From an optimization exercise on the open Yosys and OpenROAD flow, aimed at small area, a short achievable clock period and few clock cycles; shortcuts taken in it are not production practice. Where RTL was checked, it was by simulation tests only, not by an equivalence proof against the original.

## v6
// muldiv_unit_p
module muldiv_unit_p #(
    parameter int WIDTH = 32,
    parameter int K     = 2,
    parameter int R4    = 0
) (
    input  logic             clk,
    input  logic             reset,
    input  logic             start,
    input  logic [2:0]       op,
    input  logic [WIDTH-1:0] src_a,
    input  logic [WIDTH-1:0] src_b,
    input  logic             cancel,
    input  logic             wr_en,
    input  logic             wr_hi,
    input  logic [WIDTH-1:0] wr_data,
    output logic             busy,
    output logic             done,
    output logic [WIDTH-1:0] hi,
    output logic [WIDTH-1:0] lo
);
Size in the first run: ~4900 cells after synthesis, roughly 220 flip-flops, about 170 I/O pins, about 0.037 mm^2 of cells after synthesis.
make LEC_CHECK=0 ABC_AREA=1 CAP_MARGIN=30 CORE_MARGIN=2 CORE_UTILIZATION=40 SETUP_SLACK_MARGIN=5 SLEW_MARGIN=30 finish   # period 13.0 ns
run.sh (not shown) runs the stock make flow with config.mk's settings and CLKGATE_MAP_FILE= SYNTH_SCRIPT=/design/flow/synth_recipe.tcl, a recipe that flattens the netlist after the stock synthesis.
v6 ran to completion and came out clean on the timing, DRC and antenna checks.
Testbench counts of v6, summed over its fixed seeds: cycles 15,792.
Edits applied to the flow inputs when going from v6 to v7:
diff --git a/flow/design.v b/flow/design.v
--- a/flow/design.v
+++ b/flow/design.v
@@ -27,15 +27,15 @@
     logic [32:0]   xe_q;                 
     logic [YW-1:0] ye_q;                 
     logic          ym1_q;                
     logic [31:0]   r_q, q_q;             
     logic [5:0]    cnt_q;                
     logic          first_q;              
     logic          triv_q, bzero_q;      
-    logic          qneg_q, rneg_q, qz_q;    
+    logic          qneg_q, rneg_q;
     logic          selacc_q, selt_q, selfix_q;    
     function automatic logic [5:0] lzc32(input logic [31:0] v);
         lzc32 = 6'd32;
         for (int i = 0; i < 32; i++) if (v[i]) lzc32 = 6'(31 - i);
     endfunction
     logic        in_sgn, in_div, fit_a, fit_b, swap, in_sa, in_sb, am_co, bm_co;
     logic [31:0] in_am, in_bm;
@@ -49,23 +49,26 @@
         fit_b  = (src_b[31:17] == 15'h0) || (in_sgn && (src_b[31:17] == 15'h7fff));
         swap   = !in_div && !fit_b && fit_a;
         in_sa  = in_sgn && src_a[31];
         in_sb  = in_sgn && src_b[31];
     end
     muldiv_bk_add #(.W(32)) u_am (.a(src_a ^ {32{in_sa}}), .b(32'h0), .cin(in_sa), .s(in_am), .cout(am_co));
     muldiv_bk_add #(.W(32)) u_bm (.a(src_b ^ {32{in_sb}}), .b(32'h0), .cin(in_sb), .s(in_bm), .cout(bm_co));
-    logic [6:0]  in_she;
+    logic [5:0]  in_she;
+    logic [31:0] in_cmp_s;
+    logic        in_a_ge_b;
+    muldiv_bk_add #(.W(32)) u_icmp (.a(in_am), .b(~in_bm), .cin(1'b1), .s(in_cmp_s), .cout(in_a_ge_b));
     always_comb begin
         in_za  = lzc32(src_a ^ {32{in_sa}});
         in_zb  = lzc32(src_b ^ {32{in_sb}});
-        in_she = 7'({1'b0, in_zb} - {1'b0, in_za}) + 7'(in_sa);
+        in_she = 6'(in_zb - in_za) + 6'(in_sa);    
         in_ncyc = 6'd1;
         in_shp  = 6'(K - 1);
         for (int i = 0; i < 34; i++) begin
-            if (in_she == 7'(i)) begin
+            if (in_she == 6'(i)) begin
                 in_ncyc = 6'(i / K + 1);
                 in_shp  = 6'((i / K + 1) * K - 1);
             end
         end
         in_dal = DW'(in_bm) << in_shp;
     end
     logic accept;
@@ -74,15 +77,15 @@
     logic [33:0] xs;
     logic [18:0] yb;
     logic [63:0] addend, tree_a, tree_b, tsum;
     logic        fixq, fixr, tsum_co;
     assign sub  = op_q[2] & op_q[1];
     assign xs   = {xe_q[32], xe_q};
     assign yb   = {ye_q[17:0], ym1_q};
-    assign fixq = selfix_q && qneg_q && !qz_q;    
+    assign fixq = selfix_q && qneg_q;    
     assign fixr = selfix_q && rneg_q;
     always_comb begin
         addend = 64'h0;
         if (selacc_q) addend = {hi, lo};
         if (selt_q)   addend = {18'h0, r_q, q_q[31:18]};
         if (selfix_q) addend = {(fixr ? ~r_q : r_q), (fixq ? ~q_q : q_q)};
     end
@@ -1337,15 +1340,15 @@
     always_ff @(posedge clk) begin
         if (!busy) begin
             op_q    <= op;
             ym1_q   <= 1'b0;
             short_q <= fit_a || fit_b;
             first_q <= 1'b1;
             bzero_q <= (src_b == 32'h0);
-            triv_q  <= (src_b == 32'h0) || in_she[6];
+            triv_q  <= (src_b == 32'h0) || !in_a_ge_b;
             qneg_q  <= in_sa ^ in_sb;
             rneg_q  <= in_sa;
             r_q     <= in_am;
             q_q     <= 32'h0;
             cnt_q   <= in_ncyc;
             xe_q    <= swap ? {in_sgn & src_b[31], src_b} : {in_sgn & src_a[31], src_a};
             if (in_div) ye_q <= YW'(in_dal);
@@ -1358,15 +1361,14 @@
                     ye_q  <= YW'({{18{ye_q[32]}}, ye_q[32:18]});
                     ym1_q <= ye_q[17];
                 end
                 DSTEP: begin
                     r_q    <= r_n;
                     q_q    <= q_n;
                     cnt_q  <= cnt_q - 6'd1;
-                    qz_q   <= (q_n == 32'h0);
                     ye_q   <= (cnt_q == 6'd1) ? '0 : YW'(ye_q >> K);
                 end
                 default: ;
             endcase
         end
     end
 endmodule
Findings:
For the met2 wirelength from detailed routing, v7 came in 280 um lower than v6 did.
| routed wire length | v6 vs v7 | ≈ equal |
Compared with v6, in v7 iteration count of the initial detailed-routing pass rose by 1; final instance area stayed essentially flat; number of global-route vias before repair fell by 2.6%; setup skew after layout fell by 0.014 ns.
Testbench counts of v7, summed over its fixed seeds: cycles 15,716.

run a:
Another version of the RTL of muldiv_unit_p (not shown whole).
For scale: about 170 I/O pins, about 36,000 µm² of cells after synthesis.
// muldiv_unit_p
module muldiv_unit_p #(
    parameter int WIDTH = 32,
    parameter int K     = 2,
    parameter int R4    = 0
) (
    input  logic             clk,
    input  logic             reset,
    input  logic             start,
    input  logic [2:0]       op,
    input  logic [WIDTH-1:0] src_a,
    input  logic [WIDTH-1:0] src_b,
    input  logic             cancel,
    input  logic             wr_en,
    input  logic             wr_hi,
    input  logic [WIDTH-1:0] wr_data,
    output logic             busy,
    output logic             done,
    output logic [WIDTH-1:0] hi,
    output logic [WIDTH-1:0] lo
);
clock: 13.0 ns
lec_check: 0
abc_area: 1
cap_margin: 30
core_margin: 2
core_utilization: 40
setup_slack_margin: 5
slew_margin: 30
synth_hierarchical: 1
### run a -> run b
--- a/flow/design.v
+++ b/flow/design.v
@@ -28,20 +28,31 @@
     logic [YW-1:0] ye_q;                 
     logic          ym1_q;                
     logic [31:0]   r_q, q_q;             
     logic [5:0]    cnt_q;                
     logic          first_q;              
     logic          triv_q, bzero_q;      
     logic          qneg_q, rneg_q, qz_q;    
     logic          selacc_q, selt_q, selfix_q;    
     function automatic logic [5:0] lzc32(input logic [31:0] v);
-        lzc32 = 6'd32;
-        for (int i = 0; i < 32; i++) if (v[i]) lzc32 = 6'(31 - i);
+        logic [31:0] vl;
+        logic [4:0]  pos [0:31];
+        for (int i = 0; i < 32; i++) begin
+            vl[i]  = v[31-i];
+            pos[i] = 5'd0;
+        end
+        for (int l = 0; l < 5; l++) begin
+            for (int i = 0; i < (32 >> (l + 1)); i++) begin
+                pos[i] = vl[2*i] ? pos[2*i] : (pos[2*i+1] | 5'(1 << l));
+                vl[i]  = vl[2*i] | vl[2*i+1];
+            end
+        end
+        lzc32 = vl[0] ? {1'b0, pos[0]} : 6'd32;
     endfunction
     logic        in_sgn, in_div, fit_a, fit_b, swap, in_sa, in_sb, am_co, bm_co;
     logic [31:0] in_am, in_bm;
     logic [5:0]  in_za, in_zb;
     logic [5:0]  in_shp, in_ncyc;
     logic [DW-1:0] in_dal;
     always_comb begin
         in_sgn = !op[0];
         in_div = (op[2:1] == 2'b01);
Results
- Of run b and run a, the lower cell area after placement belongs to run a.
- Run b against run a: total detailed-routing wirelength +about 4%, sequential portion of the cell area ~0 delta, filler cell count +317, first-pass GRT wire length +4.0%.
- Looking at combined area of the multi-input logic cells, run b sits about 0.9% higher than run a does.
- Of run b and run a, the run reporting the lower share of final layout cell area taken by non-clock buffers was run b.
- | clock buffer count | run b vs run a | about 2.6% higher |
- Re arrival time reported for the critical path endpoint: run b is 50 ps up on run a.
- [compare] base=run a new=run b: maximum clock frequency +0.0024 GHz, non-clock inverter total of the final layout increased 5.7%, number of cells in the design after placement climbed 2.1%.
Testbench counts of run b, summed over its fixed seeds: cycles 15,792.
Function not checked in run a: the RTL went through the layout flow alone.

== job 101 ==
muldiv_unit_p with an RTL version that a note above also has.
Size in the first run: roughly 4700 cells after synthesis, about 37000 um2 of cells after synthesis.
==> flow/design.v (excerpt) <==
module muldiv_unit_p #(
    parameter int WIDTH = 32,
    parameter int K     = 2,
    parameter int R4    = 0
) (
    input  logic             clk,
    input  logic             reset,
    input  logic             start,
    input  logic [2:0]       op,
    input  logic [WIDTH-1:0] src_a,
    input  logic [WIDTH-1:0] src_b,
    input  logic             cancel,
    input  logic             wr_en,
    input  logic             wr_hi,
    input  logic [WIDTH-1:0] wr_data,
    output logic             busy,
    output logic             done,
    output logic [WIDTH-1:0] hi,
    output logic [WIDTH-1:0] lo
);
    localparam int DW = 33 + K;                
    localparam int YW = (DW > 33) ? DW : 33;
    typedef enum logic [1:0] {M0, M1, DSTEP, DFIX} mode_t;
    mode_t         mode;
    logic          short_q;              
    logic [2:0]    op_q;
    logic [32:0]   xe_q;                 
  ...
Settings: LEC_CHECK=0, ABC_AREA=1, CAP_MARGIN=30, CORE_MARGIN=2, CORE_UTILIZATION=40, SLEW_MARGIN=30, SYNTH_HIERARCHICAL=1; clock period 13.0 ns.
standard.sh (not shown) runs the stock make flow with config.mk's settings and CLKGATE_MAP_FILE= SYNTH_SCRIPT=/design/flow/synth_recipe.tcl, a recipe that flattens the netlist after the stock synthesis.
==> flow/flow/run.sh <==
#!/bin/bash
set -euo pipefail
ARGS=$(cat flow/make_args.txt)
bash standard.sh $ARGS finish > orfs_make.log 2>&1
==> flow/flow/make_args.txt <==
SETUP_SLACK_MARGIN=6
Testbench counts of job 101, summed over its fixed seeds: cycles 15,792.
Input changes introduced in job 102 (baseline for comparison: job 101):
--- a/flow/design.v
+++ b/flow/design.v
@@ -28,13 +28,14 @@
     logic [YW-1:0] ye_q;                 
     logic          ym1_q;                
     logic [31:0]   r_q, q_q;             
     logic [5:0]    cnt_q;                
     logic          first_q;              
     logic          triv_q, bzero_q;      
-    logic          qneg_q, rneg_q, qz_q;    
+    logic          qneg_q, rneg_q;
+    logic          fixq_q, fixr_q;       
     logic          selacc_q, selt_q, selfix_q;    
     function automatic logic [5:0] lzc32(input logic [31:0] v);
         logic [31:0] vl;
         logic [4:0]  pos [0:31];
         for (int i = 0; i < 32; i++) begin
             vl[i]  = v[31-i];
@@ -86,14 +87,14 @@
     logic [18:0] yb;
     logic [63:0] addend, tree_a, tree_b, tsum;
     logic        fixq, fixr, tsum_co;
     assign sub  = op_q[2] & op_q[1];
     assign xs   = {xe_q[32], xe_q};
     assign yb   = {ye_q[17:0], ym1_q};
-    assign fixq = selfix_q && qneg_q && !qz_q;    
-    assign fixr = selfix_q && rneg_q;
+    assign fixq = fixq_q;
+    assign fixr = fixr_q;
     always_comb begin
         addend = 64'h0;
         if (selacc_q) addend = {hi, lo};
         if (selt_q)   addend = {18'h0, r_q, q_q[31:18]};
         if (selfix_q) addend = {(fixr ? ~r_q : r_q), (fixq ? ~q_q : q_q)};
     end
@@ -1341,12 +1342,14 @@
         end
     end
     always_ff @(posedge clk) begin
         selacc_q <= !busy && op[2];
         selt_q   <= busy && (mode == M0);
         selfix_q <= busy && (mode == DSTEP) && (cnt_q == 6'd1);
+        fixq_q   <= busy && (mode == DSTEP) && (cnt_q == 6'd1) && qneg_q && (q_n != 32'h0);    
+        fixr_q   <= busy && (mode == DSTEP) && (cnt_q == 6'd1) && rneg_q;
     end
     always_ff @(posedge clk) begin
         if (!busy) begin
             op_q    <= op;
             ym1_q   <= 1'b0;
             short_q <= fit_a || fit_b;
@@ -1370,13 +1373,12 @@
                     ym1_q <= ye_q[17];
                 end
                 DSTEP: begin
                     r_q    <= r_n;
                     q_q    <= q_n;
                     cnt_q  <= cnt_q - 6'd1;
-                    qz_q   <= (q_n == 32'h0);
                     ye_q   <= (cnt_q == 6'd1) ? '0 : YW'(ye_q >> K);
                 end
                 default: ;
             endcase
         end
     end
Notes after the runs:
Area growth from synthesis to final layout was higher in the run labelled job 101. The global-route wire length before repair of job 102 is lower than that of job 101. Job 102: clock period minus final worst setup slack 120 ps below job 101. In the flow results for job 101 and job 102, the initial antenna violation count is smaller on job 102. Run comparison: job 102 worst setup path endpoint cnt_q[2]; job 101 worst setup path endpoint ye_q[25]. In the reports for job 101 and job 102, the larger number of post-CTS setup repair buffers belongs to job 101. From job 101 to job 102 the numbers moved as follows: global-route usage -0.68 points, largest fanout on the critical path now sits higher, cell area saw a decrease, wire length on met1 went down about 4.3%.
Testbench counts of job 102, summed over its fixed seeds: cycles 15,792.

Another version of the RTL of muldiv_unit_p (not shown whole).
Size in the first run: ~4700 cells after synthesis, about 170 I/O pins.
==> flow/config.mk <==
export PLATFORM = sky130hd
export DESIGN_NAME = muldiv_unit_p
export DESIGN_NICKNAME = muldiv_unit_p
export VERILOG_FILES = /design/flow/design.v
export SDC_FILE = /design/flow/constraint.sdc
export NUM_CORES = 4
export LEC_CHECK = 0
export ABC_AREA = 1
export CAP_MARGIN = 30
export CORE_MARGIN = 2
export CORE_UTILIZATION = 40
export SLEW_MARGIN = 30
export SYNTH_HIERARCHICAL = 1
==> flow/constraint.sdc <==
create_clock -name core_clock -period 13.0 [get_ports {clk}]
set_input_delay 2.6000 -clock core_clock [delete_from_list [all_inputs] [get_ports {clk}]]
set_output_delay 2.6000 -clock core_clock [all_outputs]
set_load 0.01 [all_outputs]
Scripts as last shown in full above: flow/flow/run.sh, flow/flow/make_args.txt
Testbench counts at the start, summed over its fixed seeds: cycles 15,792.
Next try:
--- a/flow/design.v
+++ b/flow/design.v
@@ -23,12 +23,13 @@
     typedef enum logic [1:0] {M0, M1, DSTEP, DFIX} mode_t;
     mode_t         mode;
     logic          short_q;              
     logic [2:0]    op_q;
     logic [32:0]   xe_q;                 
     logic [YW-1:0] ye_q;                 
+    logic [5:0]    shp_q;                
     logic          ym1_q;                
     logic [31:0]   r_q, q_q;             
     logic [5:0]    cnt_q;                
     logic          first_q;              
     logic          triv_q, bzero_q;      
     logic          qneg_q, rneg_q;
@@ -50,13 +51,12 @@
         lzc32 = vl[0] ? {1'b0, pos[0]} : 6'd32;
     endfunction
     logic        in_sgn, in_div, fit_a, fit_b, swap, in_sa, in_sb, am_co, bm_co;
     logic [31:0] in_am, in_bm;
     logic [5:0]  in_za, in_zb;
     logic [5:0]  in_shp, in_ncyc;        
-    logic [DW-1:0] in_dal;
     always_comb begin
         in_sgn = !op[0];
         in_div = (op[2:1] == 2'b01);
         fit_a  = (src_a[31:17] == 15'h0) || (in_sgn && (src_a[31:17] == 15'h7fff));
         fit_b  = (src_b[31:17] == 15'h0) || (in_sgn && (src_b[31:17] == 15'h7fff));
         swap   = !in_div && !fit_b && fit_a;
@@ -75,13 +75,12 @@
         for (int i = 0; i < 34; i++) begin
             if (in_she == 7'(i)) begin
                 in_ncyc = 6'(i / K);
                 in_shp  = 6'((i / K + 1) * K - 1);
             end
         end
-        in_dal = DW'(in_bm) << in_shp;
     end
     logic accept;
     assign accept = !busy && start && !cancel;
     logic        sub;
     logic [33:0] xs;
     logic [18:0] yb;
@@ -1225,24 +1224,26 @@
     assign tree_a[62] = hc327;
     assign tree_b[62] = hs328;
     assign tree_a[63] = hc328;
     assign tree_b[63] = hs329;
     muldiv_bk_add #(.W(64)) u_cpa (.a(tree_a), .b(tree_b), .cin(1'b0), .s(tsum), .cout(tsum_co));
     localparam int NU = R4 + (K - 2 * R4);
+    logic [DW-1:0] dcur;                 
+    assign dcur = first_q ? (DW'(ye_q[31:0]) << shp_q) : DW'(ye_q);
     logic [31:0]   rs [0:NU];
     logic [K-1:0]  qbits;
     assign rs[0] = r_q;
     for (genvar u = 0; u < NU; u++) begin : g_unit
         if (u < R4) begin : g_r4
             localparam int J = 2 * u;
             logic [DW-1:0] d1, d2;
             logic          z1, z2, c1, c2, ge1, ge2, ge3, co3;
             logic [31:0]   t1, t2;
             logic [33:0]   cs_s, cs_c, t3;
-            assign d2 = DW'(ye_q) >> J;           
-            assign d1 = DW'(ye_q) >> (J + 1);
+            assign d2 = dcur >> J;           
+            assign d1 = dcur >> (J + 1);
             assign z1 = (d1[DW-1:32] == '0);
             assign z2 = (d2[DW-1:32] == '0);
             muldiv_bk_add #(.W(32)) u_t1 (.a(rs[u]), .b(~d1[31:0]), .cin(1'b1), .s(t1), .cout(c1));
             muldiv_bk_add #(.W(32)) u_t2 (.a(rs[u]), .b(~d2[31:0]), .cin(1'b1), .s(t2), .cout(c2));
             always_comb begin
                 logic [33:0] x, y, z;
@@ -1261,13 +1262,13 @@
             assign rs[u+1] = ge2 ? (ge3 ? t3[31:0] : t2) : (ge1 ? t1 : rs[u]);
         end else begin : g_r2
             localparam int J = 2 * R4 + (u - R4);
             logic [DW-1:0] d1;
             logic          z1, c1, ge1;
             logic [31:0]   t1;
-            assign d1 = DW'(ye_q) >> J;
+            assign d1 = dcur >> J;
             assign z1 = (d1[DW-1:32] == '0);
             muldiv_bk_add #(.W(32)) u_t1 (.a(rs[u]), .b(~d1[31:0]), .cin(1'b1), .s(t1), .cout(c1));
             assign ge1 = z1 && c1;
             assign qbits[K-1-J] = ge1;
             assign rs[u+1] = ge1 ? t1 : rs[u];
         end
@@ -1359,13 +1360,14 @@
             qneg_q  <= in_sa ^ in_sb;
             rneg_q  <= in_sa;
             r_q     <= in_am;
             q_q     <= 32'h0;
             cnt_q   <= in_ncyc;
             xe_q    <= swap ? {in_sgn & src_b[31], src_b} : {in_sgn & src_a[31], src_a};
-            if (in_div) ye_q <= YW'(in_dal);
+            shp_q   <= in_shp;
+            if (in_div) ye_q <= YW'(in_bm);
             else        ye_q <= YW'(swap ? {in_sgn & src_a[31], src_a} : {in_sgn & src_b[31], src_b});
         end else begin
             first_q <= 1'b0;
             case (mode)
                 M0: begin
                     {r_q, q_q} <= tsum;
@@ -1373,13 +1375,13 @@
                     ym1_q <= ye_q[17];
                 end
                 DSTEP: begin
                     r_q    <= r_n;
                     q_q    <= q_n;
                     cnt_q  <= cnt_q - 6'd1;
-                    ye_q   <= (cnt_q == 6'd0) ? '0 : YW'(ye_q >> K);
+                    ye_q   <= (cnt_q == 6'd0) ? '0 : YW'(dcur >> K);
                 end
                 default: ;
             endcase
         end
     end
 endmodule
- The new run completed without violations
- non-clock buffer count rises by 25
- clock-buffer cell count grows by 5
- wire length came out higher by about 5%
- register-to-register slack is worse by 100 ps
- worst hold slack gets worse by 3.3 ps
No functional check of the RTL was part of the second run of this note.

==> re-timing with driven ports <==
In the flow no input, the clock included, has a driving cell. The finished layouts below were timed again as built, in two steps.
Step 1 sets driving cells, clkbuf_16 on the clock port and buf_2 on the other inputs (assumed; they add their load-dependent delay and slew).
Step 2 moves the port delays by t, midway between the first and last clock arrival at a register: inputs arrive t later, outputs are due t later. That takes back most of the time a late clock gives input paths.
a / b / c = ideal ports / drivers / drivers and shift; a / b = the first two.
run | shift t [ns] | setup WS [ns] | clock arrival spread, ns | worst register clock-pin slew, ns
v6 | 0.687 | 5.101 / 5.101 / 4.562 | 0.033 / 0.034 | 0.07 / 0.07
v7 | 0.673 | 5.311 / 5.311 / 4.817 | 0.019 / 0.019 | 0.07 / 0.07
run a | 0.646 | 4.989 / 5.014 / 4.368 | 0.030 / 0.030 | 0.07 / 0.07
run b | 0.672 | 5.140 / 5.140 / 4.657 | 0.031 / 0.031 | 0.07 / 0.07
job 101 | 0.685 | 5.943 / 5.955 / 5.270 | 0.082 / 0.082 | 0.07 / 0.07
job 102 | 0.667 | 6.062 / 6.085 / 5.418 | 0.019 / 0.019 | 0.08 / 0.08
the first run of note 4 | 0.645 | 6.097 / 6.097 / 5.514 | 0.020 / 0.020 | 0.07 / 0.07
the second run of note 4 | 0.688 | 5.997 / 5.997 / 5.621 | 0.057 / 0.057 | 0.07 / 0.07
After both steps every run listed still meets setup and hold. For job 101, which loses most, drivers alone change the setup slack by +0.012 ns; drivers and shift together by -0.673 ns.
